Source: an optimization exercise on an open RTL-to-GDS flow (aim: small area, a short achievable clock period and few clock cycles per item). Production flows keep margins and buffers that such runs may drop.
Function was checked by simulation only, so behaviour that the tests miss may differ from the original.
Power is estimated from default activity; no workload was simulated.

==> flow/design.v <==
package instr_register_pkg;
  typedef enum logic [2:0] {
    ZERO  = 3'd0,
    PASSA = 3'd1,
    PASSB = 3'd2,
    ADD   = 3'd3,
    SUB   = 3'd4,
    MULT  = 3'd5,
    DIV   = 3'd6,
    MOD   = 3'd7
  } opcode_t;
  typedef logic signed [31:0] operand_t;
  typedef logic [4:0]         address_t;
  typedef logic signed [63:0] result_t;
  typedef struct packed {
    opcode_t  opc;
    operand_t op_a;
    operand_t op_b;
    result_t  res;
  } instruction_t;
  typedef enum logic [2:0] {
    ST_IDLE = 3'd0,
    ST_READ = 3'd1,
    ST_EXEC = 3'd2,
    ST_OUT  = 3'd3,
    ST_FIN  = 3'd4
  } exec_state_t;
  function automatic result_t sext_operand(input operand_t op);
    sext_operand = {{32{op[31]}}, op};
  endfunction
endpackage
module instr_add32 (
  input  logic [31:0] x,
  input  logic [31:0] y,
  input  logic        ci,
  output logic [31:0] s,
  output logic        co
);
  logic [32:0] c;
  assign c[0] = ci;
  genvar i;
  generate
    for (i = 0; i < 32; i = i + 1) begin : g_bit
      assign s[i]   = x[i] ^ y[i] ^ c[i];
      assign c[i+1] = (x[i] & y[i]) | (x[i] & c[i]) | (y[i] & c[i]);
    end
  endgenerate
  assign co = c[32];
endmodule
module instr_step (
  input  logic        mul,
  input  logic [31:0] x,
  input  logic [31:0] b,
  input  logic        one,
  input  logic        two,
  input  logic        neg,
  input  logic        dbit,
  output logic [31:0] xo,
  output logic [1:0]  pb,
  output logic        q
);
  logic [31:0] y, t;
  logic        y32, co, c33, t32, t33;
  assign y   = (({32{one}} & b) | ({32{two}} & {b[30:0], 1'b0})) ^ {32{neg}};
  assign y32 = (b[31] & (one | two)) ^ neg;
  instr_add32 u_add (.x(x), .y(y), .ci(neg), .s(t), .co(co));
  assign t32 = x[31] ^ y32 ^ co;
  assign c33 = (x[31] & y32) | (x[31] & co) | (y32 & co);
  assign t33 = x[31] ^ y32 ^ c33;
  assign q   = co;
  assign pb  = t[1:0];
  assign xo  = mul ? {t33, t32, t[31:2]} : {(co ? t[30:0] : x[30:0]), dbit};
endmodule
module instr_exec_seq
#(
  parameter int DIV_EN = 1
) (
  input  logic         clk,
  input  logic         reset_n,
  input  logic         start,
  input  instr_register_pkg::address_t     start_addr,
  input  logic [5:0]   count,
  output instr_register_pkg::address_t     read_pointer,
  input  instr_register_pkg::instruction_t instruction_word,
  output logic         busy,
  output logic         done,
  output logic         res_valid,
  input  logic         res_ready,
  output instr_register_pkg::address_t     res_addr,
  output instr_register_pkg::opcode_t      res_opcode,
  output instr_register_pkg::result_t      res_value,
  output logic         res_err
);
  localparam logic [3:0] LAST_DIV = 4'd10;   
  localparam logic [3:0] LAST_MUL = 4'd5;    
  logic [2:0]  cap_opc;
  logic [31:0] cap_a;
  logic [31:0] cap_b;
  logic        cap_ok;      
  logic        adv;         
  logic [5:0]  to_issue;    
  logic        it;          
  logic        post;        
  logic [3:0]  cnt;
  logic [3:0]  ext;         
  logic        bprev;       
  logic [63:0] w;
  logic [4:0]  rp;
  logic unused_res;
  assign unused_res = ^instruction_word.res;
  assign read_pointer = rp;
  assign res_value    = w;
  logic c_pa, c_pb, c_add, c_sub, c_mul, c_dm, c_isdiv, c_mod;
  logic sa, sb;
  assign c_pa    = (cap_opc == 3'd1);
  assign c_pb    = (cap_opc == 3'd2);
  assign c_add   = (cap_opc == 3'd3);
  assign c_sub   = (cap_opc == 3'd4);
  assign c_mul   = (cap_opc == 3'd5);
  assign c_dm    = cap_opc[2] & cap_opc[1];
  assign c_isdiv = ~cap_opc[0];
  assign c_mod   = c_dm & cap_opc[0];
  assign sa      = cap_a[31];
  assign sb      = cap_b[31];
  logic [31:0] ma, mb;
  logic [32:0] ta, tb;
  assign ma = cap_a ^ {32{sa}};
  assign mb = cap_b ^ {32{sb}};
  assign ta[32] = 1'b0;
  assign tb[32] = 1'b0;
  genvar gi;
  generate
    for (gi = 31; gi >= 0; gi = gi - 1) begin : g_len
      assign ta[gi] = ta[gi+1] | ma[gi];
      assign tb[gi] = tb[gi+1] | mb[gi];
    end
  endgenerate
  logic az, bz, a_lt_b;
  assign az    = ~ta[0] & ~sa;                  
  assign bz    = (~tb[0] & ~sb) || (DIV_EN == 0);  
  assign a_lt_b = |(tb[32:1] & ~ta[31:0]);       
  logic quick;   
  assign quick = c_mul ? (az | bz) : (bz | a_lt_b);
  logic f_iter;   
  assign f_iter = instruction_word.opc[2] & (instruction_word.opc[1] | instruction_word.opc[0]);
  logic [31:0] pv;
  logic        pneg;
  assign pv   = c_isdiv ? w[35:4] : {1'b0, ext, w[63:37]};
  assign pneg = c_isdiv ? (sa ^ sb) : sa;
  logic        xa, yb, ya, sci;
  logic [31:0] sx, sy, ss;
  logic        sco, s32;
  assign xa  = ~post & (c_pa | c_add | c_sub | (c_mul & ~quick) | (c_mod & ~bz & a_lt_b));
  assign yb  = ~post & (c_pb | c_add | c_sub);
  assign ya  = ~post & c_dm & ~quick;
  assign sci = post ? pneg : (c_sub | (ya & sa));
  assign sx  = xa ? cap_a : 32'd0;
  assign sy  = (yb ? cap_b : 32'd0) | (ya ? cap_a : 32'd0) | (post ? pv : 32'd0);
  instr_add32 u_sadd (.x(sx), .y(sy ^ {32{sci}}), .ci(sci), .s(ss), .co(sco));
  assign s32 = sx[31] ^ (sy[31] & ~post) ^ sci ^ sco;   
  logic        last;
  assign last = (cnt == (c_mul ? LAST_MUL : LAST_DIV));
  logic [2:0] m0, m1, m2;    
  assign m0 = {w[1:0], bprev};
  assign m1 = w[3:1];
  assign m2 = w[5:3];
  logic o0, o1, o2, t0, t1, t2, n0, n1, n2;
  assign o0 = ~c_mul | (m0[1] ^ m0[0]);
  assign o1 = ~c_mul | (m1[1] ^ m1[0]);
  assign o2 = ~c_mul | (m2[1] ^ m2[0]);
  assign t0 = c_mul & (m0[2] ^ m0[1]) & ~(m0[1] ^ m0[0]);
  assign t1 = c_mul & (m1[2] ^ m1[1]) & ~(m1[1] ^ m1[0]);
  assign t2 = c_mul & (m2[2] ^ m2[1]) & ~(m2[1] ^ m2[0]);
  assign n0 = c_mul ? m0[2] : ~sb;
  assign n1 = c_mul ? m1[2] : ~sb;
  assign n2 = c_mul ? m2[2] : ~sb;
  logic [31:0] x0, x1, x2, x3;
  logic [1:0]  p0, p1, p2;
  logic        q0, q1, q2;
  assign x0 = {ext, w[63:36]};
  instr_step u_st0 (.mul(c_mul), .x(x0), .b(cap_b), .one(o0), .two(t0), .neg(n0), .dbit(w[35]), .xo(x1), .pb(p0), .q(q0));
  instr_step u_st1 (.mul(c_mul), .x(x1), .b(cap_b), .one(o1), .two(t1), .neg(n1), .dbit(w[34]), .xo(x2), .pb(p1), .q(q1));
  instr_step u_st2 (.mul(c_mul), .x(x2), .b(cap_b), .one(o2), .two(t2), .neg(n2), .dbit(w[33]), .xo(x3), .pb(p2), .q(q2));
  logic [67:0] chain;
  assign chain = c_mul ? {x3, p2, p1, p0, w[35:6]}
                       : {x3, w[32:4], q0, q1, q2, w[3:0]};
  logic pending, issue_s, issue_i, issue, finish, consumed, stall;
  logic c_iter;
  assign stall    = res_valid & ~res_ready;           
  assign c_iter   = (c_mul | c_dm) & ~quick;
  assign pending  = busy & cap_ok & (to_issue != 6'd0) & ~it & ~post;
  assign issue_s  = pending & ~c_iter;
  assign issue_i  = pending &  c_iter;
  assign issue    = issue_s | issue_i;
  assign finish   = (it & last & c_mul) | post;
  assign consumed = issue_s | finish;
  logic penult;
  assign penult = c_mul ? (it & (cnt == LAST_MUL - 4'd1)) : (it & last);
  logic [4:0] rp_inc, rp_dec, rp_fetch, rp_go, rp_hold;
  logic       adv_go, adv_hold, ok_go, ok_hold, fetch_go;
  assign rp_inc   = rp + 5'd1;
  assign rp_dec   = rp - 5'd1;
  assign rp_fetch = f_iter ? rp : rp_inc;
  assign fetch_go = ~cap_ok | (consumed & adv);
  assign rp_go    = fetch_go ? rp_fetch :
                    consumed ? rp_inc :
                    adv      ? rp_dec :
                    penult   ? rp_inc : rp;
  assign adv_go   = fetch_go ? ~f_iter : (~consumed & ~adv & penult) ? 1'b1 : adv;
  assign ok_go    = ~cap_ok | ~(consumed ^ adv);
  assign rp_hold  = ~cap_ok ? rp_fetch : adv ? rp_dec : rp;
  assign adv_hold = ~cap_ok ? ~f_iter : adv;
  logic       fetch_sel, adv_keep;
  logic [4:0] rp_keep, rp_f1, rp_f0;
  logic       adv_f1, adv_f0;
  assign fetch_sel = stall ? ~cap_ok : fetch_go;
  assign rp_keep   = stall ? (adv ? rp_dec : rp)
                           : (consumed ? rp_inc : adv ? rp_dec : penult ? rp_inc : rp);
  assign adv_keep  = stall ? adv : ((~consumed & ~adv & penult) ? 1'b1 : adv);
  assign rp_f1     = fetch_sel ? rp     : rp_keep;
  assign rp_f0     = fetch_sel ? rp_inc : rp_keep;
  assign adv_f1    = fetch_sel ? 1'b0   : adv_keep;
  assign adv_f0    = fetch_sel ? 1'b1   : adv_keep;
  assign ok_hold  = ~cap_ok | ~adv;
  logic lastbeat;
  assign lastbeat = res_valid & (to_issue == 6'd0);   
  always_ff @(posedge clk or negedge reset_n) begin
    if (!reset_n) begin
      busy      <= 1'b0;
      done      <= 1'b0;
      res_valid <= 1'b0;
      it        <= 1'b0;
      post      <= 1'b0;
      cap_ok    <= 1'b0;
    end else begin
      if (!busy) begin
        it        <= 1'b0;
        post      <= 1'b0;
        cap_ok    <= 1'b0;
        res_valid <= 1'b0;
        busy      <= start & ~done & (count != 6'd0);
        done      <= start & ~done & (count == 6'd0);
      end else begin
        cap_ok    <= stall ? ok_hold : ok_go;
        it        <= stall ? it : (issue_i | (it & ~last));
        post      <= it & last & ~c_mul;
        res_valid <= stall | issue_s | finish;
        busy      <= ~(res_ready & lastbeat);
        done      <=   res_ready & lastbeat;
      end
    end
  end
  always_ff @(posedge clk) begin
    cap_opc <= instruction_word.opc;
    cap_a   <= instruction_word.op_a;
    cap_b   <= instruction_word.op_b;
    if (!busy) begin
      rp       <= start_addr;
      to_issue <= count;
    end else begin
      rp       <= f_iter ? rp_f1 : rp_f0;
      adv      <= f_iter ? adv_f1 : adv_f0;
      if (issue && !stall) to_issue <= to_issue - 6'd1;
    end
    if (issue && !stall) begin
      res_addr   <= adv ? rp_dec : rp;
      res_opcode <= instr_register_pkg::opcode_t'(cap_opc);
      res_err    <= c_dm & bz;
    end
    if (issue_i && !stall) cnt <= 4'd0;
    else if (it)           cnt <= cnt + 4'd1;
    if (it) begin
      {ext, w} <= chain;
      bprev    <= w[5];
    end else if (!stall) begin
      ext   <= 4'd0;
      bprev <= 1'b0;
      if (issue_i && c_dm)
        w <= {27'd0, s32, ss, 4'd0};
      else if (issue_i)
        w <= {28'd0, {4{s32}}, ss};
      else
        w <= {{31{s32}}, s32, ss};
    end
  end
endmodule
==> flow/flow/run.sh <==
#!/bin/bash
set -euo pipefail
bash standard.sh "BUFFER_PORTS_ARGS=-buffer_cell sky130_fd_sc_hd__buf_1" finish > flow_make.log 2>&1
==> flow/standard.sh <==
#!/bin/bash
# synth_recipe.tcl (not shown) runs the flow's synth.tcl, then flattens the netlist and writes it again
# the make line also repeats each setting of config.mk as NAME=value (left out here)
make -C /OpenROAD-flow-scripts/flow DESIGN_CONFIG=/design/flow/config.mk WORK_HOME=/design/flow/orfs CLKGATE_MAP_FILE= SYNTH_SCRIPT=/design/flow/synth_recipe.tcl "${@:-finish}"
==> flow/config.mk <==
export PLATFORM = sky130hd
export DESIGN_NAME = instr_exec_seq
export DESIGN_NICKNAME = instr_exec_seq
export VERILOG_FILES = /design/flow/design.v
export SDC_FILE = /design/flow/constraint.sdc
export NUM_CORES = 8
export LEC_CHECK = 0
export CAP_MARGIN = 20
export CORE_MARGIN = 2
export CORE_UTILIZATION = 65
export CTS_BUF_LIST = sky130_fd_sc_hd__clkbuf_8
export CTS_CLUSTER_SIZE = 40
export PLACE_DENSITY = 0.75
export SLEW_MARGIN = 20
==> flow/constraint.sdc <==
create_clock -name core_clock -period 240.0 [get_ports {clk}]
set_input_delay 48.0000 -clock core_clock [delete_from_list [all_inputs] [get_ports {clk}]]
set_output_delay 48.0000 -clock core_clock [all_outputs]
set_load 0.01 [all_outputs]
==> summary.txt, run 1 <==
r2r startpoint cap_opc[2]; Worst Setup Start Kind input pin; CTS root buffer clkbuf_8; I/O pins 227; Hold WS 0.537 ns; simple-gate area share of the yosys netlist 0.150; setup TNS 0 ns; crit path launch res_ready; CTS H-tree depth 4; Post-Synth Adder-Cell Area 0.169; n_diodes 0; WP data arrival 49.79 ns; hold-critical path depth 0; M1 GR Usage 0.511; warnings from Yosys 1; first-pass GRT wire length 74100 µm; Final Cycle Share 0.207; Finished Layout Cells 2089; clock insertion delay at the later pin of the skew report 0.49 ns; fmax 20.2 MHz; area grow syn2layout 6.74%; FFs w/ async S/R, synth 0.0359; Worst EP required 240.23 ns; final net count 2038; placer congestion estimate 0.958; Worst Hold Path EP res_opcode[1]; Avg Inst Size Synth 9.17 µm²; Die H 159 µm; Seq/Total Area, Yosys 0.273; Mapped Cells 1708; Syn Std Cell Area 15700 µm²; RSZ-0062 raised after global routing no; CTS resizes 0; Final Skew 0.0245 ns; layout cell share with drive strength beyond 1 0.0802; Total Routed Length 47300 µm; Max Slew Vio Count 0; CTS Buffer Depth 2; gr busiest metal met2; IO buf count 162; Pleak 6.46 nW; Tmin final 49.56 ns; Routed WL per cell 22.7 µm; setup slack on the worst flop-to-flop path 192.74 ns; total CTS buffers 17; clk sink count 167; Fin. Hold Viols 0; DP Cell Count 2057; kind of critical path input pin to register; largest family of logic cells by synthesized area compound AO/OA/AOI/OAI gates; Synth Area in Compound Gates 0.189; headroom to the max-slew limit 0.322; EDFF count, synth 90; HP Start cap_opc[1]; Worst Hold Class register to register; Max Fanout on Critical Path 11; post-synthesis mux area share 0.0751; number of global-route vias before repair 13300; DRC 0; Iter 0 DRT Violations 2120; r2r endpoint ext[2]; GRT Resource Usage Total 0.372; Mapped Nets 1989; Peak VDD IR 0.0124 mV; Hold-fix buffers, CTS 0; post-synth top area share 0.173; Detailed Routing Iterations Pass 1 8; Post-Synth XOR/XNOR Area 0.0928; CTS tree yes; Core Box Area 23500 µm²; Worst setup EP type register; total gr overflow 0; total chip power 279 µW; Synth Register Bits 167; initial antenna violation count 0; area leader, netlist edfxtp_1; outcome timing/DRC/antenna clean; Vias per Instance 6.74; effective utilization at floorplan 0.665; die area 25400 µm²; cell row count 56; Chip Width 159 µm; largest net degree at the start of global routing 88; via count 14100; worst slew pin tran 1.02 ns; met3 global-route usage 0.0630; dpl hpwl 34100 µm; max-cap check violation count 0; met2 Usage GRT 0.583; Final setup viols 0; antenna-violating nets left 0; Top FF cell, synth edfxtp_1; Setup Fix Bufs, Post-CTS 0; Worst R2R Path Depth 108; PD cells 16.7 nW/µm²; distinct cell type count after synthesis 73; Clock transition at path regs 0.10 ns; top cells by area, synth edfxtp_1, fa_1, dfxtp_1, xor2_1, nand2_1
[worst max-delay path: stages]
cell and delay, ns:
buf_1 0.10, nor2b_1 0.68, o21ai_0 0.21, and2_0 0.31, a21oi_1 0.25, o31a_1 0.16, o211ai_1 0.08
[logic make-up (layout without fill, tap and decap cells)]
group	after synthesis	count (layout)
multiplexers	111	111
flip-flops	167	167
AND/OR/NAND/NOR	513	513
XOR/XNOR	166	166
buffers and inverters	198	260
adder cells (fa/ha/maj)	135	135
AO/OA/AOI/OAI	418	418
[flip-flops by register name, summed over array words and instances, names as in the netlist, named ones only]
name,flops
cap_b,32
cnt,4
w,64
res_opcode,3
cap_opc,3
done,1
ext,4
res_valid,1
res_err,1
it,1
rp,5
cap_a,32
to_issue,6
bprev,1
res_addr,5
cap_ok,1
busy,1
post,1
[synth_stat cells, drive strengths merged, types with 4 or more instances]
cell and n:
dfrtp 6, a21oi 91, nand2b 32, a31oi 4
and4 7, a222oi 31, inv 32, nor3 21
dfxtp 71, nor4 12, nand3 36, o221ai 31
nor2b 5, o211ai 65, xnor2 53, a22oi 98
nand2 239, o21ai 52, a21o 5, or4 8
nand4 7, mux2i 72, o22ai 6, fa 127
nor2 114, buf 43, or3 13, edfxtp 90
xor2 113, clkbuf 123, ha 8, and2 10
mux2 39
[cells in the final DEF, fill, tap and decap left out, types with 10 or more instances in the layout]
| master | Yosys | routed |
|---|---|---|
| buf_4 | 5 | 34 |
| nor2_1 | 114 | 109 |
| nand3_1 | 36 | 36 |
| buf_1 | 20 | 162 |
| a22oi_1 | 97 | 97 |
| xor2_1 | 113 | 113 |
| o211ai_1 | 64 | 64 |
| edfxtp_1 | 90 | 90 |
| o221ai_1 | 31 | 31 |
| clkbuf_8 | 0 | 17 |
| mux2i_1 | 70 | 70 |
| fa_1 | 127 | 124 |
| nand2b_1 | 31 | 30 |
| or3_1 | 12 | 12 |
| inv_1 | 32 | 32 |
| mux2_2 | 39 | 39 |
| xnor2_1 | 53 | 53 |
| a21oi_1 | 90 | 89 |
| dfxtp_1 | 71 | 69 |
| a222oi_1 | 31 | 31 |
| nand2_1 | 239 | 238 |
| nor3_1 | 20 | 20 |
| o21ai_0 | 45 | 45 |
| nor4_1 | 11 | 10 |
[worst max path at each step]
stage | end | depth (start not counted)
6_report | rp[2] | 7
5_1_grt | rp[2] | 7
4_1_cts | rp[2] | 7
3_5_place_dp | rp[2] | 7
3_3_place_gp | rp[2] | 7
2_1_floorplan | w[0] | 4
[through the flow]
stage | worst slack, ns | instance area [µm²] | utilization
3_5_place_dp | 189.97 | 16300 | 0.693
4_1_cts | 190.47 | 16700 | 0.710
6_report | 190.44 | 16700 | 0.710
5_1_grt | 190.23 | 16700 | 0.710
3_3_place_gp | 190.03 | 16300 | 0.693
2_1_floorplan | 189.56 | 15700 | -
[where the power goes]
group / switching, mW / total [mW] / internal, mW / leakage [nW]
logic: 0.113 / 0.196 / 0.0831 / 4.64
clock network: 0.0132 / 0.0210 / 0.00783 / 0.204
registers: 0.0161 / 0.0617 / 0.0457 / 1.62
[layer usage]
layer | wire, µm | vias up | share of wire
met5 | 0 | - | 0
met3 | 5330 | 156 | 0.11
met1 | 18200 | 6749 | 0.39
met4 | 2410 | 0 | 0.051
li1 | - | 6231 | -
met2 | 21300 | 952 | 0.45
[area by class of cell]
type,instances,area (µm²)
multi-input cells,1343,10700
fillers,1922,6820
flip-flops and latches,167,4280
repair buffers,196,863
well taps,319,399
clock buffers,17,234
clock inverters,15,155
inverters,32,120
Testbench counts, summed over its fixed seeds: cycles 22,743, items 6,353.
==> run 2, diff against run 1 <==
--- a/flow/config.mk
+++ b/flow/config.mk
@@ -7,8 +7,7 @@
 export LEC_CHECK = 0
 export CAP_MARGIN = 20
 export CORE_MARGIN = 2
-export CORE_UTILIZATION = 65
-export CTS_BUF_LIST = sky130_fd_sc_hd__clkbuf_8
-export CTS_CLUSTER_SIZE = 40
-export PLACE_DENSITY = 0.75
+export CORE_UTILIZATION = 50
+export CTS_BUF_LIST = sky130_fd_sc_hd__clkbuf_4 sky130_fd_sc_hd__clkbuf_8
+export PLACE_DENSITY = 0.65
 export SLEW_MARGIN = 20
==> run 2 against run 1 <==
Setup slack got worse by 0.24 ns. Wire length rose by 4.8%. Critical path depth fell by 3. Global-route usage fell by 6.5 points. Clock power fell by 2%. Cell count rose by 3.9%. Non-clock buffer count rose by 4. Sequential cell count did not move. Clock skew fell by 0.0033 ns. Area after synthesis did not move. Core utilization fell by 16 points. First-iteration DRC count fell by 16%. Critical endpoint is now w[2]. Largest cell class unchanged.
==> summary.txt, run 2 <==
Setup Fix Bufs, Post-CTS 0; Final setup viols 0; CTS tree yes; Worst Hold Path EP res_opcode[1]; DRC 0; Routed WL per cell 22.9 µm; setup slack on the worst flop-to-flop path 193.45 ns; layout cell share with drive strength beyond 1 0.0823; warnings from Yosys 1; Worst R2R Path Depth 110; gr busiest metal met2; Max Slew Vio Count 0; RSZ-0062 raised after global routing no; WP data arrival 50.06 ns; top cells by area, synth edfxtp_1, fa_1, dfxtp_1, xor2_1, nand2_1; kind of critical path input pin to register; leading cell types in the layout, fill and taps excluded nand2_1, buf_1, fa_1; CTS Buffer Depth 2; EDFF count, synth 90; effective utilization at floorplan 0.509; Syn Std Cell Area 15700 µm²; Finished Layout Cells 2170; Worst Hold Class register to register; Worst EP required 240.25 ns; Commonest cells post-synth nand2_1, fa_1, clkbuf_1, nor2_1, xor2_1; r2r endpoint w[58]; GRT Resource Usage Total 0.307; total CTS buffers 17; M1 GR Usage 0.410; initial antenna violation count 0; cell row count 64; die area 32800 µm²; Final Cycle Share 0.208; Avg Inst Size Synth 9.17 µm²; fmax 20.1 MHz; Detailed Routing Iterations Pass 1 7; PD cells 16.5 nW/µm²; r2r startpoint cap_opc[2]; outcome timing/DRC/antenna clean; worst slew pin tran 0.999 ns; Placed Area 16500 µm²; area grow syn2layout 7.44%; via count 13900; placer congestion estimate 0.926; Peak VDD IR 0.00860 mV; Final Skew 0.0211 ns; Mapped Nets 1989; Fin. Hold Viols 0; IO buf count 162; most frequent cell after synthesis nand2_1; area leader, netlist edfxtp_1; Clock transition at path regs 0.10 ns; Worst setup EP type register; I/O pins 227; most common cell after layout, fill and taps aside nand2_1; FFs w/ async S/R, synth 0.0359; Top FF cell, synth edfxtp_1; Die H 181 µm; Max Fanout on Critical Path 66; HP Start cap_opc[1]; number of global-route vias before repair 13400; post-synth top area share 0.173; Most flops, register w; Vias per Instance 6.39; Seq/Total Area, Yosys 0.273; largest net degree at the start of global routing 86; total gr overflow 0; distinct cell type count after synthesis 73; met2 Usage GRT 0.477; max-cap check violation count 0; antenna-violating nets left 0; Worst Setup Start Kind input pin; headroom to the max-slew limit 0.334; Mapped Cells 1708; setup TNS 0 ns; CTS resizes 0; DP Cell Count 2138; Core Box Area 30700 µm²; largest registers w: 64 flops, cap_a: 32 flops, cap_b: 32 flops; fillers 2827; clk sink count 167; clock insertion delay at the later pin of the skew report 0.52 ns; Final Instance Area 16800 µm²; first-pass GRT wire length 78100 µm; hold-critical path depth 0; Hold-fix buffers, CTS 0; met3 global-route usage 0.0659; n_diodes 0; Chip Width 181 µm; CTS H-tree depth 4; Total Routed Length 49600 µm; Hold WS 0.526 ns; Iter 0 DRT Violations 1786; final net count 2042; CTS root buffer clkbuf_8; Largest register FFs 64; Tmin final 49.80 ns; Synth Register Bits 167; dpl hpwl 35500 µm; Pleak 6.48 nW
## run 2: routing by layer
| layer | up-vias | wire, µm |
|---|---|---|
| met5 | - | 0 |
| met4 | 0 | 2300 |
| met3 | 119 | 4360 |
| met2 | 781 | 22500 |
| met1 | 6722 | 20500 |
| li1 | 6238 | - |
## run 2: through the flow
stage	setup WS (ns)	power [mW]	utilization
after floorplan	189.56	0.200	-
after detailed placement	189.67	0.253	0.535
final	190.20	0.278	0.547
after CTS	190.20	0.276	0.547
after global placement	189.63	0.251	0.535
after global routing	190.08	0.303	0.547
## run 2: area by class of cell
type                            instances  area [µm²]  area share
Sequential cell                       167        4280       0.254
Multi-Input combinational cell       1343       10700       0.634
Inverter                               32         120     0.00714
Tap cell                              396         495      0.0294
Timing Repair Buffer                  200         893      0.0531
Clock buffer                           17         234      0.0139
Clock inverter                         15         138     0.00818
## run 2: power breakdown
part           switching (mW)  internal (mW)  total, mW
Sequential             0.0164         0.0457     0.0621
Clock                  0.0130        0.00764     0.0206
Combinational           0.112         0.0825      0.195
## run 2: cell families (layout without fill, tap and decap cells)
family | Yosys count | count (layout) | synth area share
AO/OA/AOI/OAI | 418 | 418 | 0.189
XOR/XNOR | 166 | 166 | 0.0928
adder cells (fa/ha/maj) | 135 | 135 | 0.169
buffers and inverters | 198 | 264 | 0.0517
flip-flops | 167 | 167 | 0.273
multiplexers | 111 | 111 | 0.0751
AND/OR/NAND/NOR | 513 | 513 | 0.150
## run 2: critical path, stage by stage
cell and delay (ns):
buf_1 0.09, nor2b_1 0.77, nand2b_4 0.74, and2_1 0.45
## run 2: how the worst max path moves through the flow
stage / from / endpoint / slack, ns / depth (start not counted)
after floorplan: res_ready / w[0] / 189.56 / 4
after global placement: res_ready / w[0] / 189.63 / 4
after detailed placement: res_ready / w[0] / 189.67 / 4
after CTS: res_ready / w[0] / 190.20 / 4
after global routing: res_ready / w[0] / 190.08 / 4
final: res_ready / w[2] / 190.20 / 4
==> run 3, diff against run 2 <==
--- a/flow/design.v
+++ b/flow/design.v
@@ -106,6 +106,7 @@
   logic        bprev;       
   logic [63:0] w;
   logic [4:0]  rp;
+  logic        busy_q, rv, rv_lo, rv_hi;
   logic unused_res;
   assign unused_res = ^instruction_word.res;
   assign read_pointer = rp;
@@ -181,14 +182,18 @@
   instr_step u_st0 (.mul(c_mul), .x(x0), .b(cap_b), .one(o0), .two(t0), .neg(n0), .dbit(w[35]), .xo(x1), .pb(p0), .q(q0));
   instr_step u_st1 (.mul(c_mul), .x(x1), .b(cap_b), .one(o1), .two(t1), .neg(n1), .dbit(w[34]), .xo(x2), .pb(p1), .q(q1));
   instr_step u_st2 (.mul(c_mul), .x(x2), .b(cap_b), .one(o2), .two(t2), .neg(n2), .dbit(w[33]), .xo(x3), .pb(p2), .q(q2));
+  logic [30:0] rem;
+  logic        fast;
+  assign rem  = {ext, w[63:37]};
+  assign fast = it & c_dm & (cnt <= 4'd7) & tb[9] & (&(~rem | {9'd0, tb[31:10]}));
   logic [67:0] chain;
   assign chain = c_mul ? {x3, p2, p1, p0, w[35:6]}
                        : {x3, w[32:4], q0, q1, q2, w[3:0]};
   logic pending, issue_s, issue_i, issue, finish, consumed, stall;
   logic c_iter;
-  assign stall    = res_valid & ~res_ready;           
+  assign stall    = rv & ~res_ready;           
   assign c_iter   = (c_mul | c_dm) & ~quick;
-  assign pending  = busy & cap_ok & (to_issue != 6'd0) & ~it & ~post;
+  assign pending  = busy_q & cap_ok & (to_issue != 6'd0) & ~it & ~post;
   assign issue_s  = pending & ~c_iter;
   assign issue_i  = pending &  c_iter;
   assign issue    = issue_s | issue_i;
@@ -223,29 +228,29 @@
   assign adv_f0    = fetch_sel ? 1'b1   : adv_keep;
   assign ok_hold  = ~cap_ok | ~adv;
   logic lastbeat;
-  assign lastbeat = res_valid & (to_issue == 6'd0);   
+  assign lastbeat = rv & (to_issue == 6'd0);   
   always_ff @(posedge clk or negedge reset_n) begin
     if (!reset_n) begin
-      busy      <= 1'b0;
+      busy_q      <= 1'b0;
       done      <= 1'b0;
-      res_valid <= 1'b0;
+      rv <= 1'b0;
       it        <= 1'b0;
       post      <= 1'b0;
       cap_ok    <= 1'b0;
     end else begin
-      if (!busy) begin
+      if (!busy_q) begin
         it        <= 1'b0;
         post      <= 1'b0;
         cap_ok    <= 1'b0;
-        res_valid <= 1'b0;
-        busy      <= start & ~done & (count != 6'd0);
+        rv <= 1'b0;
+        busy_q      <= start & ~done & (count != 6'd0);
         done      <= start & ~done & (count == 6'd0);
       end else begin
         cap_ok    <= stall ? ok_hold : ok_go;
         it        <= stall ? it : (issue_i | (it & ~last));
         post      <= it & last & ~c_mul;
-        res_valid <= stall | issue_s | finish;
-        busy      <= ~(res_ready & lastbeat);
+        rv <= stall | issue_s | finish;
+        busy_q      <= ~(res_ready & lastbeat);
         done      <=   res_ready & lastbeat;
       end
     end
@@ -254,7 +259,7 @@
     cap_opc <= instruction_word.opc;
     cap_a   <= instruction_word.op_a;
     cap_b   <= instruction_word.op_b;
-    if (!busy) begin
+    if (!busy_q) begin
       rp       <= start_addr;
       to_issue <= count;
     end else begin
@@ -268,19 +273,49 @@
       res_err    <= c_dm & bz;
     end
     if (issue_i && !stall) cnt <= 4'd0;
-    else if (it)           cnt <= cnt + 4'd1;
-    if (it) begin
-      {ext, w} <= chain;
-      bprev    <= w[5];
-    end else if (!stall) begin
-      ext   <= 4'd0;
-      bprev <= 1'b0;
+    else if (it)           cnt <= cnt + (fast ? 4'd3 : 4'd1);
+    if (fast) begin
+      {ext, w[63:32]} <= {rem[21:0], w[36:28], w[27:23]};
+    end else if (it) begin
+      {ext, w[63:32]} <= chain[67:32];
+    end else if (!(rv_hi && !res_ready)) begin
+      ext <= 4'd0;
       if (issue_i && c_dm)
-        w <= {27'd0, s32, ss, 4'd0};
+        w[63:32] <= {27'd0, s32, ss[31:28]};
       else if (issue_i)
-        w <= {28'd0, {4{s32}}, ss};
+        w[63:32] <= {28'd0, {4{s32}}};
+      else
+        w[63:32] <= {32{s32}};
+    end
+    if (fast) begin
+      w[31:0] <= {w[22:4], 9'd0, w[3:0]};
+    end else if (it) begin
+      w[31:0] <= chain[31:0];
+      bprev   <= w[5];
+    end else if (!(rv_lo && !res_ready)) begin
+      bprev <= 1'b0;
+      if (issue_i && c_dm)
+        w[31:0] <= {ss[27:0], 4'd0};
       else
-        w <= {{31{s32}}, s32, ss};
+        w[31:0] <= ss;
+    end
+  end
+  always_ff @(posedge clk or negedge reset_n) begin
+    if (!reset_n) begin
+      busy      <= 1'b0;
+      res_valid <= 1'b0;
+      rv_lo     <= 1'b0;
+      rv_hi     <= 1'b0;
+    end else if (!busy_q) begin
+      busy      <= start & ~done & (count != 6'd0);
+      res_valid <= 1'b0;
+      rv_lo     <= 1'b0;
+      rv_hi     <= 1'b0;
+    end else begin
+      busy      <= ~(res_ready & res_valid & (to_issue == 6'd0));
+      res_valid <= (res_valid & ~res_ready) | issue_s | finish;
+      rv_lo     <= (rv_lo & ~res_ready) | issue_s | finish;
+      rv_hi     <= (rv_hi & ~res_ready) | issue_s | finish;
     end
   end
 endmodule
--- a/flow/config.mk
+++ b/flow/config.mk
@@ -5,9 +5,10 @@
 export SDC_FILE = /design/flow/constraint.sdc
 export NUM_CORES = 8
 export LEC_CHECK = 0
-export CAP_MARGIN = 20
+export CAP_MARGIN = 0
 export CORE_MARGIN = 2
 export CORE_UTILIZATION = 50
 export CTS_BUF_LIST = sky130_fd_sc_hd__clkbuf_4 sky130_fd_sc_hd__clkbuf_8
+export GPL_TIMING_DRIVEN = 0
 export PLACE_DENSITY = 0.65
-export SLEW_MARGIN = 20
+export SLEW_MARGIN = 0
==> run 3 against run 2 <==
Core utilization increased by 1.2 points. Count of clock-buffer cells in the layout increased by 4. Synthesized cell count rose by 7.0%. Wire length is 41% higher. Combinational power is 27% higher. Sequential share of layout area down 1.9 points. Cell count rose by 14%. Clock skew grew 0.0011 ns. Critical path type is now register to primary output. Largest power group unchanged.
==> summary.txt, run 3 <==
outcome timing/DRC/antenna clean; Worst R2R Path Depth 119; worst-path cell chain buf_4 > buf_1; Clock Power Share 0.068; Iter 0 DRT Violations 2114; largest registers w: 64 flops, cap_a: 32 flops, cap_b: 32 flops; Seq/Total Area, Yosys 0.258; Worst Hold Path EP res_opcode[0]; warnings from Yosys 1; EDFF count, synth 81; RSZ-0062 raised after global routing no; crit path launch w[35]; placer congestion estimate 1.01; Final setup viols 0; Final Cycle Share 0.207; Max Slew Vio Count 0; Hold WS 0.453 ns; number of global-route vias before repair 16100; Final Skew 0.0222 ns; headroom to the max-slew limit 0.258; I/O pins 227; Worst Setup Start Kind register; IO buf count 162; PD cells 18.6 nW/µm²; setup TNS 0 ns; Switching Share 0.522; Seq pwr share 0.205; Chip Width 186 µm; leading cell types in the layout, fill and taps excluded buf_1, nand2_1, nor2_1; dpl hpwl 55300 µm; DRC 0; fillers 3035; Psw 177 µW; Pleak 7.00 nW; CTS H-tree depth 4; critical path's slowest cell edfxtp_1; CTS root buffer clkbuf_8; most common cell after layout, fill and taps aside buf_1; fmax 20.2 MHz; HP Start cap_opc[0]; area grow syn2layout 9.78%; max-cap check violation count 0; Synth Register Bits 171; clock insertion delay at the later pin of the skew report 0.53 ns; Most flops, register w; Hold-fix buffers, CTS 0; hold-critical path depth 0; Syn Std Cell Area 16600 µm²; final net count 2291; CTS Buffer Depth 2; distinct cell type count after synthesis 84; Worst Hold Class register to register; Worst setup EP type primary output; Vias per Instance 6.60; clk sink count 171; total gr overflow 0; Int Power 162 µW; Setup Fix Bufs, Post-CTS 0; Detailed Routing Iterations Pass 1 8; r2r startpoint cap_b[31]; CTS resizes 0; GRT Resource Usage Total 0.401; post-synth top area share 0.155; Clock transition at path regs 0.10 ns; Max Fanout on Critical Path 6; antenna-violating nets left 0; Tmin final 49.62 ns; top cells by area, synth fa_1, edfxtp_1, dfxtp_1, xor2_1, mux2i_1; Mapped Cells 1827; first-pass GRT wire length 103000 µm; Fin. Hold Viols 0; worst slew pin tran 1.10 ns; r2r endpoint w[57]; CP peak stage delay 0.74 ns; Largest register FFs 64; Comb pwr share 0.726; layout cell share with drive strength beyond 1 0.0697; area leader, netlist fa_1; WP data arrival 1.62 ns; Avg Inst Size Synth 9.10 µm²; FFs w/ async S/R, synth 0.0585; Die H 186 µm; Routed WL per cell 28.4 µm; cell row count 66; effective utilization at floorplan 0.509; CTS tree yes; kind of critical path register to primary output; die area 34700 µm²; via count 16300; Top FF cell, synth edfxtp_1; initial antenna violation count 1; Mapped Nets 2109; Worst EP required 192.00 ns; Total Routed Length 70100 µm; setup slack on the worst flop-to-flop path 191.41 ns; Peak VDD IR 0.00930 mV; Core Box Area 32600 µm²; total CTS buffers 17; largest net degree at the start of global routing 32; most frequent cell after synthesis nand2_1; Commonest cells post-synth nand2_1, nor2_1, clkbuf_1, xor2_1, fa_1
[run 3: area by class of cell]
class	count	area (µm²)	share of cell area
Tap cell	442	553	0.0303
Sequential cell	171	4280	0.235
Clock buffer	21	277	0.0152
Inverter	36	135	0.00741
Multi-Input combinational cell	1444	11500	0.629
Buffer	176	719	0.0394
Antenna cell	5	12.5	0.000686
Timing Repair Buffer	163	628	0.0344
Clock inverter	11	151	0.00830
[run 3: critical path, delay by kind of cell, from the launching register on]
kind / cells / cell delay (ns)
DFF: 1 / 0.74
buffers and inverters: 2 / 0.34
[run 3: cells by family (layout without fill, tap and decap cells)]
kind of cell / after synthesis / in the layout / share of synthesized area
simple gates: 516 / 516 / 0.142
compound gates: 476 / 476 / 0.207
buf+inv: 212 / 407 / 0.0514
flops: 171 / 171 / 0.258
xor+xnor: 170 / 170 / 0.0896
mux: 146 / 146 / 0.0919
fa+ha+maj: 136 / 136 / 0.161
other cells: 0 / 5 / 0
[run 3: per-stage QoR]
stage / util / instances / setup WS [ns] / instance area [µm²] / total power [mW]
final: 0.559 / 2469 / 190.38 / 18200 / 0.340
after global routing: 0.559 / 2464 / 190.10 / 18200 / 0.362
after CTS: 0.559 / 2464 / 190.41 / 18200 / 0.334
after detailed placement: 0.546 / 2432 / 189.91 / 17800 / 0.310
after global placement: 0.545 / 2431 / 189.61 / 17800 / 0.306
after floorplan: - / 1827 / 190.56 / 16600 / 0.231
[run 3: how the worst max path moves through the flow]
| stage | end | slack, ns | cells after the start |
|---|---|---|---|
| after detailed placement | rp[1] | 189.91 | 7 |
| after global placement | w[49] | 189.61 | 3 |
| after floorplan | rp[1] | 190.56 | 7 |
| final | res_value[35] | 190.38 | 2 |
| after global routing | w[39] | 190.10 | 120 |
| after CTS | res_value[35] | 190.41 | 2 |
[run 3: layer usage]
metal,share of wire,GRT usage
met1,0.38,0.512
met3,0.11,0.0839
met5,0,0
met2,0.45,0.631
met4,0.066,0.237
[run 3: power by group through the flow]
| stage | combinational [mW] | sequential (mW) | clock (mW) |
|---|---|---|---|
| 2_1_floorplan | 0.172 | 0.0588 | 0 |
| 3_3_place_gp | 0.238 | 0.0685 | 0 |
| 3_5_place_dp | 0.241 | 0.0684 | 0 |
| 4_1_cts | 0.242 | 0.0678 | 0.0233 |
| 5_1_grt | 0.268 | 0.0691 | 0.0245 |
| 6_report | 0.247 | 0.0696 | 0.0232 |
Testbench counts of run 3, summed over its fixed seeds: cycles 20,591, items 6,353.
==> run 4, diff against run 3 <==
--- a/flow/config.mk
+++ b/flow/config.mk
@@ -5,10 +5,9 @@
 export SDC_FILE = /design/flow/constraint.sdc
 export NUM_CORES = 8
 export LEC_CHECK = 0
-export CAP_MARGIN = 0
+export CAP_MARGIN = 20
 export CORE_MARGIN = 2
 export CORE_UTILIZATION = 50
 export CTS_BUF_LIST = sky130_fd_sc_hd__clkbuf_4 sky130_fd_sc_hd__clkbuf_8
-export GPL_TIMING_DRIVEN = 0
 export PLACE_DENSITY = 0.65
-export SLEW_MARGIN = 0
+export SLEW_MARGIN = 20
==> run 4 against run 3 <==
Sequential cell count unchanged. Synthesized cell count did not move. Hold slack improved by 0.039 ns. Core utilization decreased by 1.1 points. Via count decreased by 5.9%. Die area is the same. Combinational power fell by 5%. Still clean on timing, DRC and antenna. Highest routed layer unchanged. First-iteration DRC count up 3.4%. Largest power group unchanged. Clock power shrank 7%. Count of clock-buffer cells in the layout fell by 1. Setup slack worse by 0.59 ns. Register-to-register slack improved by 2.6 ns.
==> summary.txt, run 4 <==
Final Cycle Share 0.209; worst slew pin tran 1.11 ns; Total Routed Length 58200 µm; Largest register FFs 64; headroom to the max-slew limit 0.253; largest net degree at the start of global routing 79; Clock transition at path regs 0.11 ns; max-cap check violation count 0; GRT Resource Usage Total 0.332; first-pass GRT wire length 88900 µm; Routed WL per cell 25.0 µm; Vias per Instance 6.57; post-synth top area share 0.155; IO buf count 162; Top FF cell, synth edfxtp_1; Worst Setup Start Kind input pin; die area 34700 µm²; Iter 0 DRT Violations 2185; Seq/Total Area, Yosys 0.258; outcome timing/DRC/antenna clean; distinct cell type count after synthesis 84; warnings from Yosys 1; dpl hpwl 41900 µm; Syn Std Cell Area 16600 µm²; Max Fanout on Critical Path 29; most common cell after layout, fill and taps aside nand2_1; Detailed Routing Iterations Pass 1 6; Synth Register Bits 171; Finished Layout Cells 2331; kind of critical path input pin to register; Pleak 6.89 nW; Setup Fix Bufs, Post-CTS 0; final net count 2158; Mapped Cells 1827; Chip Width 186 µm; Most flops, register w; effective utilization at floorplan 0.509; total gr overflow 0; antenna-violating nets left 0; Peak VDD IR 0.00941 mV; n_diodes 0; CTS H-tree depth 4; clk sink count 171; WP data arrival 50.60 ns; area grow syn2layout 7.54%; DRC 0; Fin. Hold Viols 0; Final Skew 0.0243 ns; most frequent cell after synthesis nand2_1; cell row count 66; layout cell share with drive strength beyond 1 0.0921; I/O pins 227; total CTS buffers 17; via count 15300; FFs w/ async S/R, synth 0.0585; CTS Buffer Depth 2; RSZ-0062 raised after global routing no; initial antenna violation count 0; Final setup viols 0; leading cell types in the layout, fill and taps excluded nand2_1, buf_1, nor2_1; top cells by area, synth fa_1, edfxtp_1, dfxtp_1, xor2_1, mux2i_1; EDFF count, synth 81; number of global-route vias before repair 15000; Core Box Area 32600 µm²; placer congestion estimate 0.946; PD cells 18.1 nW/µm²; Avg Inst Size Synth 9.10 µm²; Worst Hold Class register to register; fmax 19.9 MHz; Die H 186 µm; DP Cell Count 2299; area leader, netlist fa_1; Hold-fix buffers, CTS 0; Tmin final 50.20 ns; clock insertion delay at the later pin of the skew report 0.51 ns; Mapped Nets 2109; Commonest cells post-synth nand2_1, nor2_1, clkbuf_1, xor2_1, fa_1; Final Core Density 0.548; setup TNS 0 ns; CTS root buffer clkbuf_8; Worst setup EP type register; Worst EP required 240.39 ns; CTS tree yes; largest registers w: 64 flops, cap_a: 32 flops, cap_b: 32 flops; Max Slew Vio Count 0; CTS resizes 0
## run 4: changes by cell type in the layout (fill, tap and decap cells not counted), sizes merged
cell / change
inv: -2
diode: -5
clkbuf: -134
clkinv: +3
bufinv: -1
clkinvlp: +1
## run 4: report_power, final
group | internal, mW | total, mW | switching (mW) | leakage (nW)
sequential | 0.0465 | 0.0687 | 0.0222 | 1.65
clock | 0.00935 | 0.0216 | 0.0123 | 0.205
combinational | 0.104 | 0.234 | 0.130 | 5.04
## run 4: path summary, 6_finish.rpt
check | slack (ns) | depth (start not counted) | to | from
max in group asynchronous | 192.22 | 1 | cap_ok | reset_n
worst min-delay path | 0.49 | 1 | done | done
worst min register to register | 0.49 | 1 | done | done
worst max-delay path | 189.80 | 6 | w[5] | res_ready
worst max register to register | 193.97 | 115 | ext[2] | cap_opc[0]
min in group asynchronous | 47.44 | 1 | done | reset_n
## run 4: logic make-up (layout without fill, tap and decap cells)
| kind of cell | Yosys count | after routing | share of synthesized area |
|---|---|---|---|
| AO/OA/AOI/OAI | 476 | 476 | 0.207 |
| adder cells (fa/ha/maj) | 136 | 136 | 0.161 |
| buffers and inverters | 212 | 274 | 0.0514 |
| multiplexers | 146 | 146 | 0.0919 |
| XOR/XNOR | 170 | 170 | 0.0896 |
| AND/OR/NAND/NOR | 516 | 516 | 0.142 |
| flip-flops | 171 | 171 | 0.258 |
## run 4: area by class of cell
class	instances	area, µm²
clock buffer	20	275
tap	442	553
clock inverter	12	131
fill	3043	14700
multi-input combinational	1444	11600
inverter	36	135
timing repair buffer	206	938
sequential	171	4290
## run 4: per-stage QoR
step | cell area, µm² | setup slack [ns] | hold slack, ns | power, mW
3_3_place_gp | 17500 | 189.75 | 0.466 | 0.293
5_1_grt | 17900 | 189.63 | 0.520 | 0.351
3_5_place_dp | 17500 | 189.72 | 0.480 | 0.298
6_report | 17900 | 189.80 | 0.492 | 0.324
4_1_cts | 17900 | 190.22 | 0.493 | 0.322
2_1_floorplan | 16600 | 190.56 | 0.403 | 0.231
## run 4: worst max-delay path, cell delays in order
cell      delay [ns]
buf_1           0.13
nand2b_1        0.19
nor2_1          0.58
clkinv_1        1.10
o22ai_1         0.51
nor2_1          0.07
## run 4: metal layers
layer | up-vias | GRT usage | routed length (µm)
met5 | - | 0 | 0
met4 | 0 | 0.164 | 2910
met3 | 190 | 0.0715 | 6770
met2 | 1016 | 0.514 | 26000
met1 | 7400 | 0.440 | 22500
li1 | 6717 | - | -
==> run 5, diff against run 4 <==
--- a/flow/design.v
+++ b/flow/design.v
@@ -106,7 +106,8 @@
   logic        bprev;       
   logic [63:0] w;
   logic [4:0]  rp;
-  logic        busy_q, rv, rv_lo, rv_hi;
+  logic        busy_q, rv;
+  logic [7:0]  rv_g;        
   logic unused_res;
   assign unused_res = ^instruction_word.res;
   assign read_pointer = rp;
@@ -189,6 +190,14 @@
   logic [67:0] chain;
   assign chain = c_mul ? {x3, p2, p1, p0, w[35:6]}
                        : {x3, w[32:4], q0, q1, q2, w[3:0]};
+  logic [67:0] w_nx;
+  always_comb begin
+    if (fast)               w_nx = {rem[21:0], w[36:28], w[27:4], 9'd0, w[3:0]};
+    else if (it)            w_nx = chain;
+    else if (issue_i && c_dm) w_nx = {4'd0, 27'd0, s32, ss, 4'd0};
+    else if (issue_i)       w_nx = {4'd0, 28'd0, {4{s32}}, ss};
+    else                    w_nx = {4'd0, {32{s32}}, ss};
+  end
   logic pending, issue_s, issue_i, issue, finish, consumed, stall;
   logic c_iter;
   assign stall    = rv & ~res_ready;           
@@ -274,48 +283,32 @@
     end
     if (issue_i && !stall) cnt <= 4'd0;
     else if (it)           cnt <= cnt + (fast ? 4'd3 : 4'd1);
-    if (fast) begin
-      {ext, w[63:32]} <= {rem[21:0], w[36:28], w[27:23]};
-    end else if (it) begin
-      {ext, w[63:32]} <= chain[67:32];
-    end else if (!(rv_hi && !res_ready)) begin
-      ext <= 4'd0;
-      if (issue_i && c_dm)
-        w[63:32] <= {27'd0, s32, ss[31:28]};
-      else if (issue_i)
-        w[63:32] <= {28'd0, {4{s32}}};
-      else
-        w[63:32] <= {32{s32}};
-    end
-    if (fast) begin
-      w[31:0] <= {w[22:4], 9'd0, w[3:0]};
-    end else if (it) begin
-      w[31:0] <= chain[31:0];
-      bprev   <= w[5];
-    end else if (!(rv_lo && !res_ready)) begin
-      bprev <= 1'b0;
-      if (issue_i && c_dm)
-        w[31:0] <= {ss[27:0], 4'd0};
-      else
-        w[31:0] <= ss;
-    end
   end
   always_ff @(posedge clk or negedge reset_n) begin
     if (!reset_n) begin
       busy      <= 1'b0;
       res_valid <= 1'b0;
-      rv_lo     <= 1'b0;
-      rv_hi     <= 1'b0;
+      rv_g      <= 8'd0;
     end else if (!busy_q) begin
       busy      <= start & ~done & (count != 6'd0);
       res_valid <= 1'b0;
-      rv_lo     <= 1'b0;
-      rv_hi     <= 1'b0;
+      rv_g      <= 8'd0;
     end else begin
       busy      <= ~(res_ready & res_valid & (to_issue == 6'd0));
       res_valid <= (res_valid & ~res_ready) | issue_s | finish;
-      rv_lo     <= (rv_lo & ~res_ready) | issue_s | finish;
-      rv_hi     <= (rv_hi & ~res_ready) | issue_s | finish;
+      rv_g      <= (rv_g & {8{~res_ready}}) | {8{issue_s | finish}};
+    end
+  end
+  genvar gb;
+  generate
+    for (gb = 0; gb < 8; gb = gb + 1) begin : g_wb
+      always_ff @(posedge clk) begin
+        if (it || !(rv_g[gb] && !res_ready)) w[8*gb+7:8*gb] <= w_nx[8*gb+7:8*gb];
+      end
     end
+  endgenerate
+  always_ff @(posedge clk) begin
+    if (it || !(rv_g[7] && !res_ready)) ext   <= w_nx[67:64];
+    if (it || !(rv_g[0] && !res_ready)) bprev <= it & w[5];
   end
 endmodule
--- a/flow/config.mk
+++ b/flow/config.mk
@@ -5,6 +5,7 @@
 export SDC_FILE = /design/flow/constraint.sdc
 export NUM_CORES = 8
 export LEC_CHECK = 0
+export ABC_AREA = 1
 export CAP_MARGIN = 20
 export CORE_MARGIN = 2
 export CORE_UTILIZATION = 50
==> run 5 against run 4 <==
Wire length increased by 9.6%. Setup slack better by 0.48 ns. Global-route usage increased by 3.4 points. Cell area grew 0.42%. Clock power down 3%. Total power is 5.4% lower. Non-clock buffer count decreased by 12. Highest routed layer unchanged.
==> summary.txt, run 5 <==
outcome timing/DRC/antenna clean; Vias per Instance 6.18; number of global-route vias before repair 16100; fillers 3250; DRC 0; Mapped Nets 2440; warnings from Yosys 1; layout cell share with drive strength beyond 1 0.0599; Clock transition at path regs 0.11 ns; Most flops, register w; total CTS buffers 17; setup TNS 0 ns; worst-path cell chain buf_1 > inv_1 > nand2_1 > inv_1 > o21ai_0; top cells by area, synth edfxtp_1, fa_1, dfxtp_1, nand2_1, o21ai_0; dpl hpwl 48300 µm; antenna-violating nets left 0; largest net degree at the start of global routing 74; kind of critical path input pin to register; Worst Setup Start Kind input pin; Max Slew Vio Count 0; area grow syn2layout 7.43%; Final Cycle Share 0.207; Detailed Routing Iterations Pass 1 6; most common cell after layout, fill and taps aside nand2_1; FFs w/ async S/R, synth 0.0904; Peak VDD IR 0.0109 mV; CTS resizes 0; GRT Resource Usage Total 0.365; Synth Area in Compound Gates 0.224; initial antenna violation count 0; Routed WL per cell 23.7 µm; RSZ-0062 raised after global routing no; leading cell types in the layout, fill and taps excluded nand2_1, inv_1, o21ai_0; CP peak stage delay 0.78 ns; n_diodes 0; Pleak 7.32 nW; Mapped Cells 2160; Tmin final 49.72 ns; die area 34900 µm²; Chip Width 187 µm; most used cell along the critical path inv_1; Total Routed Length 63800 µm; IO buf count 162; Iter 0 DRT Violations 2025; final worst slack 190.28 ns; Fin. Hold Viols 0; simple-gate area share of the yosys netlist 0.180; CTS H-tree depth 4; Post-Synth XOR/XNOR Area 0.0771; largest family of logic cells by synthesized area compound AO/OA/AOI/OAI gates; EDFF count, synth 90; Worst Hold Class register to register; Worst EP required 240.15 ns; clock insertion delay at the later pin of the skew report 0.52 ns; largest registers w: 64 flops, cap_a: 32 flops, cap_b: 32 flops; via count 16700; Worst setup EP type register; most frequent cell after synthesis nand2_1; PD cells 17.1 nW/µm²; placer congestion estimate 0.982; Die H 187 µm; total chip power 307 µW; first-pass GRT wire length 96300 µm; Synth Register Bits 177; Hold-fix buffers, CTS 0; effective utilization at floorplan 0.511; Final Core Density 0.549; Seq/Total Area, Yosys 0.271; I/O pins 227; Core Box Area 32700 µm²; WP data arrival 49.87 ns; final net count 2521; CTS tree yes; Avg Inst Size Synth 7.73 µm²; post-synthesis mux area share 0.00135; Setup Fix Bufs, Post-CTS 0; Syn Std Cell Area 16700 µm²; Largest register FFs 64; Final setup viols 0; CTS root buffer clkbuf_8; fmax 20.1 MHz; Commonest cells post-synth nand2_1, inv_1, o21ai_0, nor2_1; headroom to the max-slew limit 0.287; distinct cell type count after synthesis 56; Post-Synth Adder-Cell Area 0.158; total gr overflow 0; clk sink count 177; Place WS 189.74 ns; post-synth top area share 0.162; Top FF cell, synth edfxtp_1; critical path's slowest cell o21ai_0; Final Skew 0.0203 ns; max-cap check violation count 0; Max Fanout on Critical Path 13; area leader, netlist edfxtp_1; CTS Buffer Depth 2; worst slew pin tran 1.07 ns; cell row count 66
[run 5: changes by cell type in the layout (fill, tap and decap cells not counted), sizes merged, moves of 29 or more]
cell and delta:
a211oi -37, a21oi +29, a222oi -30, a22oi -81, inv +204, mux2 -51
mux2i -93, nand2 +198, nand3 +54, nor2 +36, o211ai +38, o21ai +178
o22ai +104
[run 5: kinds of logic after synthesis]
kind of cell	Yosys count
compound gates	615
xor+xnor	145
fa+ha+maj	134
buf+inv	376
flops	177
mux	2
simple gates	711
[run 5: power breakdown]
| group | switching, mW | internal (mW) | total [mW] |
|---|---|---|---|
| clock | 0.0133 | 0.00764 | 0.0210 |
| combinational | 0.137 | 0.0810 | 0.218 |
| sequential | 0.0189 | 0.0492 | 0.0681 |
[run 5: area by class of cell]
type                            instances  area [µm²]  area share
Clock buffer                           17         234      0.0130
Tap cell                              442         553      0.0308
Timing Repair Buffer                  194         848      0.0473
Inverter                              244         916      0.0510
Multi-Input combinational cell       1607       10700       0.598
Clock inverter                         15         143     0.00795
Sequential cell                       177        4530       0.252
[run 5: path summary, 6_finish.rpt]
path | slack, ns | endpoint | cells past startpoint | start
max | 190.28 | to_issue[3] | 5 | res_ready
max in group asynchronous | 191.83 | cap_ok | 1 | reset_n
min | 0.48 | res_opcode[2] | 0 | cap_opc[2]
max reg2reg | 193.88 | w[43] | 116 | cap_opc[2]
min reg2reg | 0.48 | res_opcode[2] | 0 | cap_opc[2]
min in group asynchronous | 47.59 | done | 1 | reset_n
[run 5: critical path, delay by kind of cell]
kind                   cells  cell delay, ns
and+or+nand+nor            1            0.24
AOI/OAI and AO/OA          1            0.78
buffers and inverters      3            0.85
[run 5: metal layers]
| metal | GRT usage | vias to the layer above | part of all wire | routed length, µm |
|---|---|---|---|---|
| met5 | 0 | - | 0 | 0 |
| met4 | 0.222 | 0 | 0.064 | 4100 |
| met3 | 0.0741 | 188 | 0.10 | 6650 |
| met2 | 0.577 | 1031 | 0.45 | 28800 |
| met1 | 0.462 | 7974 | 0.38 | 24200 |
| li1 | - | 7481 | - | - |
[run 5: metrics by stage]
step / hold slack (ns) / std cells / cell area [µm²]
after floorplan: 0.429 / 2160 / 16700
after global placement: 0.458 / 2664 / 17600
after detailed placement: 0.453 / 2664 / 17600
after CTS: 0.479 / 2696 / 17900
after global routing: 0.497 / 2696 / 17900
final: 0.478 / 2696 / 17900
Testbench counts of run 5, summed over its fixed seeds: cycles 20,591, items 6,353.
==> run 6, diff against run 5 <==
--- a/flow/config.mk
+++ b/flow/config.mk
@@ -5,10 +5,9 @@
 export SDC_FILE = /design/flow/constraint.sdc
 export NUM_CORES = 8
 export LEC_CHECK = 0
-export ABC_AREA = 1
 export CAP_MARGIN = 20
 export CORE_MARGIN = 2
 export CORE_UTILIZATION = 50
 export CTS_BUF_LIST = sky130_fd_sc_hd__clkbuf_4 sky130_fd_sc_hd__clkbuf_8
 export PLACE_DENSITY = 0.65
-export SLEW_MARGIN = 20
+export SLEW_MARGIN = 60
==> run 6 against run 5 <==
Still clean on timing, DRC and antenna. First-iteration DRC count grew 4.6%. Via count shrank 7.6%. Cell count shrank 11%. Clock power grew 9%. Non-clock buffer count grew 22. Global-route usage shrank 3.0 points. Clock skew is essentially flat. Wire length shrank 6.9%. Core utilization grew 0.17 points. Total power grew 9.4%. Die area grew 1.3%. Critical path type unchanged.
==> summary.txt, run 6 <==
outcome timing/DRC/antenna clean; Final Instance Area 18400 µm²; Switching Share 0.511; Detailed Routing Iterations Pass 1 8; area grow syn2layout 8.82%; kind of critical path input pin to register; CTS tree yes; EDFF count, synth 90; Int Power 164 µW; Worst Hold Path EP busy; Hold-fix buffers, CTS 0; layout cell share with drive strength beyond 1 0.105; Top FF cell, synth edfxtp_1; Worst Hold Class register to register; fmax 20.1 MHz; headroom to the max-slew limit 0.615; Iter 0 DRT Violations 2118; Tmin final 49.84 ns; largest registers w: 64 flops, cap_a: 32 flops, cap_b: 32 flops; final worst slack 190.16 ns; most common cell after layout, fill and taps aside nand2_1; effective utilization at floorplan 0.506; Worst Setup Start Kind input pin; Psw 171 µW; setup TNS 0 ns; Peak VDD IR 0.00856 mV; distinct cell type count after synthesis 84; Chip Width 188 µm; largest net degree at the start of global routing 84; Max Fanout on Critical Path 13; Vias per Instance 6.40; post-synth top area share 0.160; DRC 0; worst slew pin tran 0.576 ns; dpl hpwl 44200 µm; I/O pins 227; placer congestion estimate 0.981; setup slack on the worst flop-to-flop path 194.44 ns; Clock transition at path regs 0.10 ns; antenna-violating nets left 0; cell row count 67; clock insertion delay at the later pin of the skew report 0.51 ns; Core Box Area 33400 µm²; hold-critical path depth 1; Clock Power Share 0.068; final net count 2227; HP Start res_valid; Syn Std Cell Area 16900 µm²; Avg Inst Size Synth 8.96 µm²; die area 35300 µm²; max-cap check violation count 0; Synth Register Bits 177; Final Skew 0.0200 ns; Mapped Cells 1889; CTS H-tree depth 4; first-pass GRT wire length 89600 µm; CP peak stage delay 0.43 ns; IO buf count 162; worst-path cell chain clkbuf_2 > nor2b_1 > o21ai_0 > and2_1 > or3_1 > a22oi_1 > xnor2_1 > mux2_2; r2r endpoint w[63]; Final setup viols 0; Setup Fix Bufs, Post-CTS 0; FFs w/ async S/R, synth 0.0904; leading cell types in the layout, fill and taps excluded nand2_1, buf_1, a21oi_1; r2r startpoint cap_opc[2]; PD cells 18.2 nW/µm²; area leader, netlist edfxtp_1; DP Cell Count 2372; WP data arrival 50.09 ns; critical path's slowest cell nor2b_1; Placed Area 17900 µm²; Max Slew Vio Count 0; Place WS 189.59 ns; Worst R2R Path Depth 115; fillers 3070; total CTS buffers 17; Final Core Density 0.551; GRT Resource Usage Total 0.336; top cells by area, synth edfxtp_1, fa_1, dfxtp_1, nand2_1, xor2_1; Worst EP required 240.26 ns; most frequent cell after synthesis nand2_1; Pleak 7.08 nW; total gr overflow 0; Comb pwr share 0.722; Finished Layout Cells 2408; Worst setup EP type register; Seq/Total Area, Yosys 0.267; initial antenna violation count 0; CTS Buffer Depth 2; RSZ-0062 raised after global routing no; n_diodes 0; CTS resizes 0; Routed WL per cell 24.7 µm; Die H 188 µm; Largest register FFs 64; Seq pwr share 0.210; Mapped Nets 2169; warnings from Yosys 1; number of global-route vias before repair 14700; Final Cycle Share 0.208; Fin. Hold Viols 0; Most flops, register w; clk sink count 177; Commonest cells post-synth nand2_1, a21oi_1, fa_1, clkbuf_1, nor2_1; via count 15400; Total Routed Length 59400 µm; CTS root buffer clkbuf_8
[run 6: cell count changes in the layout (fill, tap and decap cells not counted), moves of 20 or more]
cell / change
xnor2_1: +24
a222oi_1: +30
nand2_1: -113
nor2_1: -66
inv_1: -165
nand3_1: -46
mux2_2: +23
a22oi_1: +80
mux2i_1: +87
o21ai_0: -150
o211ai_1: -20
o2111ai_1: +29
a311oi_1: -23
o22ai_1: -110
[run 6: worst max-delay path: cells and delay by family]
| kind | cells | cell delay (ns) |
|---|---|---|
| xor+xnor | 1 | 0.11 |
| mux | 1 | 0.27 |
| compound gates | 2 | 0.41 |
| buf+inv | 1 | 0.20 |
| simple gates | 3 | 1.12 |
[run 6: final cells by class]
type                    instances  area, µm²  share of cell area
multi-input cells            1473      11600               0.628
flip-flops and latches        177       4530               0.246
repair buffers                216       1100              0.0595
well taps                     448        561              0.0304
clock buffers                  20        269              0.0146
inverters                      62        234              0.0127
clock inverters                12        155             0.00843
[run 6: per-layer routing]
metal  up-vias  share of wire  track usage
met5         -              0            0
li1       6906              -            -
met4         0          0.059        0.189
met1      7425           0.39        0.441
met3       154           0.10       0.0702
met2       928           0.45        0.517
[run 6: worst max path at each step]
stage	slack, ns	from	to	depth (start not counted)
6_report	190.16	res_ready	rp[2]	8
5_1_grt	190.01	res_ready	rp[2]	8
4_1_cts	190.13	res_ready	rp[2]	8
3_5_place_dp	189.59	res_ready	rp[2]	8
3_3_place_gp	189.65	res_ready	rp[2]	8
2_1_floorplan	190.19	res_ready	rp[2]	8
[run 6: stage by stage]
step	power, mW	hold WS [ns]
6_report	0.336	0.489
5_1_grt	0.362	0.506
4_1_cts	0.331	0.494
3_5_place_dp	0.306	0.479
3_3_place_gp	0.303	0.463
2_1_floorplan	0.234	0.457
[run 6: logic make-up (layout without fill, tap and decap cells)]
| kind of cell | count (synthesis) | count (layout) | share of synthesized area |
|---|---|---|---|
| adder cells (fa/ha/maj) | 135 | 135 | 0.156 |
| AO/OA/AOI/OAI | 520 | 520 | 0.223 |
| flip-flops | 177 | 177 | 0.267 |
| XOR/XNOR | 170 | 170 | 0.0880 |
| multiplexers | 113 | 113 | 0.0694 |
| buffers and inverters | 239 | 310 | 0.0566 |
| AND/OR/NAND/NOR | 535 | 535 | 0.140 |
[run 6: power by group through the flow]
stage	clock (mW)	combinational [mW]	sequential, mW
detailed placement	0	0.236	0.0701
CTS	0.0232	0.238	0.0695
finish	0.0229	0.242	0.0705
global route	0.0243	0.266	0.0710
global placement	0	0.233	0.0700
floorplan	0	0.173	0.0614
==> run 7, diff against run 6 <==
--- a/flow/config.mk
+++ b/flow/config.mk
@@ -10,4 +10,4 @@
 export CORE_UTILIZATION = 50
 export CTS_BUF_LIST = sky130_fd_sc_hd__clkbuf_4 sky130_fd_sc_hd__clkbuf_8
 export PLACE_DENSITY = 0.65
-export SLEW_MARGIN = 60
+export SLEW_MARGIN = 85
==> run 7 against run 6 <==
Register-to-register slack better by 0.37 ns. Hold slack about the same. Setup slack got worse by 0.22 ns. Global-route usage is 2.9 points higher. Via count rose by 15%. Wire length is 15% higher. Cell area is 29% higher. Sequential cell count stayed put. Still clean on timing, DRC and antenna. Area after synthesis did not move. Clock skew rose by 0.0086 ns. Count of clock-buffer cells in the layout unchanged.
==> summary.txt, run 7 <==
outcome timing/DRC/antenna clean; area grow syn2layout 39.9%; DRC 0; Total Routed Length 68600 µm; Worst EP required 240.27 ns; antenna-violating nets left 0; Most flops, register w; fmax 20.0 MHz; Avg Inst Size Synth 8.96 µm²; area leader, netlist edfxtp_1; Largest register FFs 64; clock insertion delay at the later pin of the skew report 0.52 ns; leading cell types in the layout, fill and taps excluded nand2_1, buf_1, fa_1; Max Fanout on Critical Path 9; most frequent cell after synthesis nand2_1; die area 35300 µm²; CTS root buffer clkbuf_8; Comb pwr share 0.807; Worst setup EP type register; Hold WS 0.489 ns; Synth Register Bits 177; RSZ-0062 raised after global routing no; Mapped Cells 1889; hold-critical path depth 1; Commonest cells post-synth nand2_1, a21oi_1, fa_1, clkbuf_1, nor2_1; Fin. Hold Viols 0; Routed met3 length 7660 µm; Top FF cell, synth edfxtp_1; Clock Power Share 0.054; placer congestion estimate 0.981; Chip Width 188 µm; Final Skew 0.0286 ns; total CTS buffers 17; max-cap check violation count 0; Worst Hold Class register to register; Core Box Area 33400 µm²; largest registers w: 64 flops, cap_a: 32 flops, cap_b: 32 flops; r2r startpoint cap_opc[2]; Vias per Instance 6.48; CTS resizes 0; layout cell share with drive strength beyond 1 0.315; total gr overflow 0; effective utilization at floorplan 0.506; PD cells 17.8 nW/µm²; clk sink count 177; Hold-fix buffers, CTS 0; met2 wire length 31500 µm; Int Power 209 µW; number of global-route vias before repair 16900; Worst R2R Path Depth 118; worst slew pin tran 0.389 ns; first-pass GRT wire length 98200 µm; Detailed Routing Iterations Pass 1 12; post-synth top area share 0.160; GRT Resource Usage Total 0.365; Clock transition at path regs 0.10 ns; Syn Std Cell Area 16900 µm²; Final setup viols 0; Setup Fix Bufs, Post-CTS 0; EDFF count, synth 90; CTS Buffer Depth 2; Seq/Total Area, Yosys 0.267; kind of critical path input pin to register; headroom to the max-slew limit 0.741; top sig layer met4; setup TNS 0 ns; Tmin final 50.06 ns; via count 17800; n_diodes 0; wl on met1 24500 µm; Worst Setup Start Kind input pin; total chip power 422 µW; warnings from Yosys 1; final net count 2562; top cells by area, synth edfxtp_1, fa_1, dfxtp_1, nand2_1, xor2_1; crit path launch res_ready; Pleak 9.12 nW; distinct cell type count after synthesis 84; I/O pins 227; Final Cycle Share 0.209; FFs w/ async S/R, synth 0.0904; Worst Hold Path EP busy; IO buf count 162; CTS tree yes; cell row count 67; HP Start res_valid; WP data arrival 50.33 ns; Psw 213 µW; Seq pwr share 0.139; CTS H-tree depth 4; Die H 188 µm; Iter 0 DRT Violations 2833; r2r endpoint w[61]; Peak VDD IR 0.0115 mV; Routed WL per cell 25.0 µm; initial antenna violation count 0; setup slack on the worst flop-to-flop path 194.81 ns; dpl hpwl 51000 µm; largest net degree at the start of global routing 34; Max Slew Vio Count 0; Switching Share 0.505; most common cell after layout, fill and taps aside nand2_1; Mapped Nets 2169
## run 7: cell counts after synthesis
No cell type changed its count.
## run 7: routing by layer
metal | GRT usage | up-vias
met5 | 0 | -
met4 | 0.233 | 0
met3 | 0.0812 | 308
met2 | 0.569 | 1319
met1 | 0.460 | 8575
li1 | - | 7573
## run 7: worst max path at each step
| stage | endpoint | slack [ns] |
|---|---|---|
| 3_5_place_dp | rp[2] | 189.55 |
| 5_1_grt | rp[2] | 189.92 |
| 4_1_cts | rp[2] | 190.09 |
| 3_3_place_gp | rp[2] | 189.65 |
| 6_report | rp[2] | 189.94 |
| 2_1_floorplan | rp[2] | 190.19 |
## run 7: power groups by stage
| stage | Sequential (mW) | Clock, mW | Combinational [mW] |
|---|---|---|---|
| after floorplan | 0.0614 | 0 | 0.173 |
| after global placement | 0.0700 | 0 | 0.233 |
| after detailed placement | 0.0585 | 0 | 0.311 |
| after CTS | 0.0579 | 0.0230 | 0.313 |
| after global routing | 0.0595 | 0.0241 | 0.363 |
| final | 0.0584 | 0.0228 | 0.340 |
## run 7: metrics by stage
stage,instances,worst slack (ns),area (µm²),util
floorplan,1889,190.19,16900,-
global placement,2372,189.65,17800,0.533
detailed placement,2675,189.55,21900,0.654
CTS,2707,190.09,22300,0.667
global route,2743,189.92,23700,0.708
finish,2743,189.94,23700,0.708
## run 7: layout make-up
type                            instances  area (µm²)
Multi-Input combinational cell       1473       13800
Fill cell                            2384        9780
Sequential cell                       177        4610
Timing Repair Buffer                  551        4070
Tap cell                              448         561
Clock buffer                           20         269
Inverter                               62         248
Clock inverter                         12         145
## run 7: critical path: stages
cell and delay (ns):
buf_2 0.14, nor2b_4 0.16, clkbuf_2 0.21, o21ai_1 0.11, and2_4 0.24, or3_1 0.41, a22oi_1 0.17, clkdlybuf4s50_1 0.56
xnor2_1 0.07, mux2_2 0.26
## run 7: kinds of logic (layout without fill, tap and decap cells)
| group | count (synthesis) | after routing | share of synthesized area |
|---|---|---|---|
| AOI/OAI and AO/OA | 520 | 520 | 0.223 |
| xor gates and xnor gates | 170 | 170 | 0.0880 |
| adders and majority gates | 135 | 135 | 0.156 |
| buffers and inverters | 239 | 645 | 0.0566 |
| DFF | 177 | 177 | 0.267 |
| muxes | 113 | 113 | 0.0694 |
| and+or+nand+nor | 535 | 535 | 0.140 |
